Context: an optimization exercise on an open-source flow, tuned for small area and a short achievable clock period. The choices shown serve that exercise and are no tape-out recipe.
Only simulation tests tie the RTL to the original design; equivalence was not proved.
No activity file was given, so power comes from the tool's default toggle rates.

## flow/design.v (module list and top-level ports; edited modules follow where they fit)
// module sdfm_g_ao22: 3 lines
// module sdfm_hreg: 16 lines
// module sdfm_g_inv: 3 lines
// module sdfm_g_nand2: 3 lines
// module sdfm_g_nand3: 3 lines
// module sdfm_g_nand4: 3 lines
// module sdfm_g_nor2: 3 lines
// module sdfm_g_aoi222: 3 lines
// module sdfm_g_aoi22: 3 lines
// module sdfm_g_o31a: 3 lines
// module sdfm_g_o41a: 3 lines
// module sdfm_g_and2: 3 lines
// module sdfm_g_o21a: 3 lines
// module sdfm_read_mux: 743 lines
// module sdfm_regmap: 144 lines
module sdfm_regmap
(
  input  logic                    SYSCLK,
  input  logic                    SYSRSTn,
  input  logic [16-1:0] addr,
  input  logic                    wr,
  input  logic                    rd,
  input  logic [32-1:0]  wdata,
  output logic [32-1:0]  rdata,    
  input  logic [63:0]             filt_data_out,
  input  logic [1:0]              filt_data_update,
  input  logic [63:0]             comp_data_out,
  input  logic [1:0]              comp_data_update,
  input  logic [1:0]              comp_data_low,
  input  logic [1:0]              comp_data_high,
  output logic                    reg_rsten,
  output logic                    reg_clken,
  output logic [15:0]             reg_filtdec,
  output logic [3:0]              reg_filtmode,
  output logic [7:0]              reg_filtdiv,
  output logic [1:0]              reg_filten,
  output logic [1:0]              reg_filtask,
  output logic [3:0]              reg_filtst,
  output logic [9:0]              reg_filtsh,
  output logic [15:0]             reg_compdec,
  output logic [3:0]              reg_compmode,
  output logic [7:0]              reg_compdiv,
  output logic [1:0]              reg_compen,
  output logic [1:0]              reg_compsen,
  output logic [3:0]              reg_compst,
  output logic [1:0]              reg_compilen,
  output logic [1:0]              reg_compihen,
  output logic [1:0]              reg_complclrflg,
  output logic [1:0]              reg_comphclrflg,
  output logic [63:0]             reg_compltrd,
  output logic [63:0]             reg_comphtrd,
  output logic                    irq
);
  // ...
==> flow/flow/run.sh <==
#!/bin/bash
# standard layout with plain buf_1 port buffers and a lighter clock tree
set -euo pipefail
export BUFFER_PORTS_ARGS="-buffer_cell sky130_fd_sc_hd__buf_1"
export CTS_ARGS="-sink_clustering_enable -repair_clock_nets -dont_use_dummy_load -buf_list sky130_fd_sc_hd__clkbuf_8 -sink_clustering_size 16 -sink_clustering_max_diameter 50"
bash standard.sh > standard.log 2>&1
==> flow/standard.sh <==
#!/bin/bash
# synth_recipe.tcl (not shown) runs the flow's synth.tcl, then flattens the netlist and writes it again
# the make line also repeats each setting of config.mk as NAME=value (left out here)
make -C /OpenROAD-flow-scripts/flow DESIGN_CONFIG=/design/flow/config.mk WORK_HOME=/design/flow/orfs CLKGATE_MAP_FILE= SYNTH_SCRIPT=/design/flow/synth_recipe.tcl "${@:-finish}"
==> flow/config.mk <==
export PLATFORM = sky130hd
export DESIGN_NAME = sdfm_regmap
export DESIGN_NICKNAME = sdfm_regmap
export VERILOG_FILES = /design/flow/design.v
export SDC_FILE = /design/flow/constraint.sdc
export NUM_CORES = 4
export LEC_CHECK = 0
export CAP_MARGIN = 30
export CORE_MARGIN = 2
export CORE_UTILIZATION = 40
export SETUP_SLACK_MARGIN = 3.0
export SLEW_MARGIN = 40
export SYNTH_HIERARCHICAL = 1
==> flow/constraint.sdc <==
create_clock -name core_clock -period 8.0 [get_ports {SYSCLK}]
set_input_delay 1.6000 -clock core_clock [delete_from_list [all_inputs] [get_ports {SYSCLK}]]
set_output_delay 1.6000 -clock core_clock [all_outputs]
set_load 0.01 [all_outputs]
==> flow_metrics.py, run 1 <==
metrics = {
    "detailed_routing": {
        "route.met3.wl_um": 5770,
        "wl_met1_um": 24100,
        "vias_per_cell": 5.84,
        "route.met2.wl_um": 26400,
        "drt-total-wl_um": 58100,
        "firstDrtPassIters": 5,
    },
    "worst_setup_path": {
        "cp_slowest_cell": "nor2_2",
        "reg2reg_from": "g_ch[0].u_cparm.q[18]",
        "critical_path_depth": 6,
        "crit_required_ns": 6.40,
        "cpPeakStageDelay_ns": 0.73,
        "start_kind": "primary input",
        "cp-startpoint": "addr[0]",
    },
    "synth": {
        "muxShareOfSynthArea": 0,
        "synthAdderAreaFrac": 0,
        "synth.area.top_cells": "dfxtp_1, a22o_1, nand2_1",
        "syn_area_per_cell_um2": 9.79,
        "synth_top_area_frac": 0.542,
        "yosys-top-cells-count": "nand2_1, a22o_1, dfxtp_1, nor2_1, nand4_1",
        "async_flop_share": 0,
    },
    "power_and_ir_drop": {
        "power.switching_uw": 785,
        "power_leakage_uw": 0.00613,
        "powerClk_uw": 1040,
    },
    "sta": {
        "drv_slew": 0,
        "layout_setup_ws_ns": 2.89,
    },
    "final_layout": {
        "final_area_um2": 16900,
        "seq_cell_count": 354,
        "regArea_um2": 7090,
        "layout_commonest_cell": "buf_1",
    },
    "place": {
        "port_buffers": 440,
    },
    "status": {
        "status": "finished clean",
    },
}
==> run 2: changes to the inputs <==
--- a/flow/config.mk
+++ b/flow/config.mk
@@ -10,3 +10,3 @@
 export CORE_UTILIZATION = 40
-export SETUP_SLACK_MARGIN = 3.0
+export SETUP_SLACK_MARGIN = 3.3
 export SLEW_MARGIN = 40
==> flow_metrics.py, run 2 <==
metrics = {
    "worst_setup_path": {
        "cp_slowest_cell": "o31a_1",
        "worstPathArrival_ns": 3.12,
        "worstReg2RegEnd": "irq",
        "cp-end-kind": "output pin",
        "start_kind": "primary input",
        "rrSetupSlack_ns": 7.00,
        "critPathTopFamily": "buffers and inverters",
        "crit_chain": "buf_12, clkinvlp_4, nand2_8, buf_12, buf_12, nor2_4, nand2_1, nand4_1, o31a_1, buf_2",
        "path_max_fanout": 8,
        "timing.critical_path.buf_inv": 5,
        "reg2reg_from": "g_ch[0].u_cparm.q[19]",
        "crit_required_ns": 6.40,
        "worst_path_most_repeated_cell": "buf_12",
        "reg2regPathDepth": 3,
        "cpPeakStageDelay_ns": 0.35,
        "crit_type": "in -> out",
    },
    "synth": {
        "synthCells": 1335,
        "yosys-top-cells-count": "nand2_1, a22o_1, dfxtp_1, nor2_1, nand4_1",
        "synth_top_area_frac": 0.542,
        "synth_most_common_cell": "nand2_1",
        "async_flop_share": 0,
        "yosys.area.top_type": "dfxtp_1",
        "synth.distinct_cells": 30,
        "synth.area.top_cells": "dfxtp_1, a22o_1, nand2_1",
        "syn_area_per_cell_um2": 9.79,
        "ys_warn_count": 14,
        "synth_seq_area_share": 0.542,
        "ys_ff_latch": 354,
        "synth-edff-count": 0,
        "synth_area_um2": 13100,
        "syn_nets": 1523,
        "synth_ff_type": "dfxtp_1",
    },
    "sta": {
        "fin_setup_tns_ns": 0,
        "fmax_mhz": 212,
        "skew_ns": 0.0327,
        "post-route-period-util": 0.590,
        "setup_viol": 0,
        "rsz0062_at_grt": "yes",
        "fin_crit_ns": 4.72,
        "hold_violations": 0,
        "tightest_slew_ns": 0.866,
        "slew_headroom": 0.423,
        "drv_slew": 0,
    },
    "detailed_routing": {
        "wl_met1_um": 24100,
        "firstDrtPassIters": 5,
        "dr.first_iter.drc_count": 1127,
        "ant_nets": 0,
        "route.met2.wl_um": 26300,
        "route.met3.wl_um": 5430,
        "drcViolationCount": 0,
        "vias_per_cell": 5.82,
        "wl_per_cell_um": 24.7,
        "drt-total-wl_um": 57500,
        "highest_layer": "met5",
        "num_vias": 13600,
    },
    "hold_path": {
        "min_path_cells": 1,
        "hold_path_end": "g_ch[0].u_cdata.q[6]",
        "hp-start": "g_ch[0].u_cdata.q[6]",
        "hold_path_class": "reg -> reg",
    },
    "global_routing": {
        "grt_first_pass_wirelength_um": 82100,
        "antenna_found_initial": 4,
        "grt_max_degree": 33,
        "grt_overflow_total": 0,
        "grtUsageTotal": 0.321,
        "grt_pass1_vias": 12800,
    },
    "final_layout": {
        "final_cell_mix": "buf_1, nand2_1, a22o_1",
        "final_area_um2": 17300,
        "instances_no_fill": 2327,
        "nets": 2073,
        "layout_commonest_cell": "buf_1",
        "drive_above_1_share": 0.121,
        "syn_to_final_growth_pct": 32.6,
    },
    "power_and_ir_drop": {
        "power_leakage_uw": 0.00638,
        "power_density_nw_per_um2": 178,
        "peakVddDrop_mv": 0.118,
    },
    "place": {
        "placed_area_um2": 15800,
        "place_inst": 2239,
        "port_buffers": 440,
        "place_congestion": 0.888,
        "place_hpwl_um": 40100,
    },
    "die": {
        "initial_core_util": 0.404,
        "die_x_um": 185,
        "ios": 441,
        "rows": 66,
        "die_h_um": 185,
        "core_um2": 32400,
        "die-area_um2": 34100,
    },
    "clocking": {
        "postCtsHoldBufs": 0,
        "cts-htree-levels": 2,
        "worstSkewPairLatency_ns": 0.56,
        "cts_buffers": 36,
        "cts_buffer_depth": 3,
        "cts_tree": "yes",
        "clkTransAtPathRegs_ns": 0.07,
        "clk_root_buffer_cell": "clkbuf_8",
        "clkSinkCount": 354,
    },
    "status": {
        "status": "finished clean",
    },
    "flow_run": {
        "cap_violations": 0,
    },
}
## run 2: cell counts after synthesis
Identical to the previous run, type by type.
## run 2: layout make-up
cell class                 instances  area [um2]
clock buffer                      36         495
sequential                       354        7090
tap                              442         553
timing repair buffer             516        2580
inverter                           9        50.0
fill                            3143       15000
antenna                            2        5.00
multi-input combinational        968        6550
## run 2: through the flow
stage               worst slack, ns  utilization  total power (uW)  hold slack (ns)
detailed placement             2.17        0.487              2070            0.452
CTS                            3.30        0.528              3080            0.475
global route                   3.27        0.535              3190            0.488
global placement               2.22        0.479              2060            0.452
floorplan                      3.56            -              1940            0.439
finish                         3.28        0.535              3090            0.473
## run 2: report_power, final
group | internal [uW] | switching [uW] | total, uW
logic | 93.9 | 163 | 257
registers | 1800 | 22.2 | 1820
clock network | 403 | 603 | 1010
## run 2: metal layers
metal,vias up,global-route usage
met4,4,0.0937
met5,-,0
li1,6136,-
met3,104,0.0757
met2,677,0.526
met1,6630,0.422
## run 2: logic make-up (layout without fill, tap and decap cells)
kind of cell / Yosys count / in the layout / share of synthesized area
flops: 354 / 354 / 0.542
compound gates: 403 / 403 / 0.267
other cells: 0 / 2 / 0
buf+inv: 14 / 561 / 0.00507
simple gates: 564 / 565 / 0.185
## run 2: Yosys stat by module (local to each module, per instance), a selection
module | area, um2 | cells | flip-flops and latches
sdfm_regmap | 549 | 80 | 5
sdfm_g_o21a | 7.51 | 1 | 0
sdfm_g_inv | 3.75 | 1 | 0
sdfm_g_nand4 | 6.26 | 1 | 0
sdfm_g_o31a | 8.76 | 1 | 0
sdfm_g_nor2 | 3.75 | 1 | 0
sdfm_g_o41a | 11.3 | 1 | 0
sdfm_g_ao22 | 8.76 | 1 | 0
sdfm_g_nand2 | 3.75 | 1 | 0
sdfm_g_nand3 | 5.00 | 1 | 0
## run 2: how the worst max path moves through the flow
stage,startpoint,end,cells after the start
finish,addr[3],rdata[24],10
global route,addr[2],rdata[31],10
CTS,addr[6],rdata[19],9
global placement,addr[2],rdata[7],7
detailed placement,addr[2],rdata[7],7
floorplan,addr[13],g_ch[0].u_dfparm.q[0],5
## run 2: what timing repair did
action / 4_1_cts / 5_1_grt
pin swaps: 13 / 23
gates resized for setup: 129 / 35
setup buffers: 30 / 19
gates cloned: 1 / 0
setup endpoints to repair: 32 / 31
## run 2: worst register-to-register path, cell delays in order, from the launching register on
cell	delay (ns)
dfxtp_1	0.36
a22o_1	0.24
o21ai_0	0.19
a21oi_1	0.09

==> re-timing with driven ports <==
The flow's constraints put no driver on any port. The routed layouts listed below were extracted and timed again, unchanged, in two steps.
Step 1: set_driving_cell puts a clkbuf_16 on SYSCLK and a buf_2 on each other input, an assumption about the parent block.
Step 2, shift: input delay + t, output delay - t, t = (earliest + latest rising clock arrival at the registers) / 2. This alone moves slack from input paths to output paths.
Slacks: no drivers / after step 1 / after step 2; pairs: no drivers / after step 1.
| run | t, ns | setup slack, ns | clock arrival spread, ns |
|---|---|---|---|
| run 1 | 0.591 | 2.893 / 2.871 / 2.871 | 0.071 / 0.072 |
| run 2 | 0.599 | 3.276 / 3.173 / 3.173 | 0.051 / 0.051 |
After both steps every run listed still meets setup and hold. The setup slack of run 2, which loses most, moves by -0.103 ns with the drivers and by -0.103 ns with both steps.
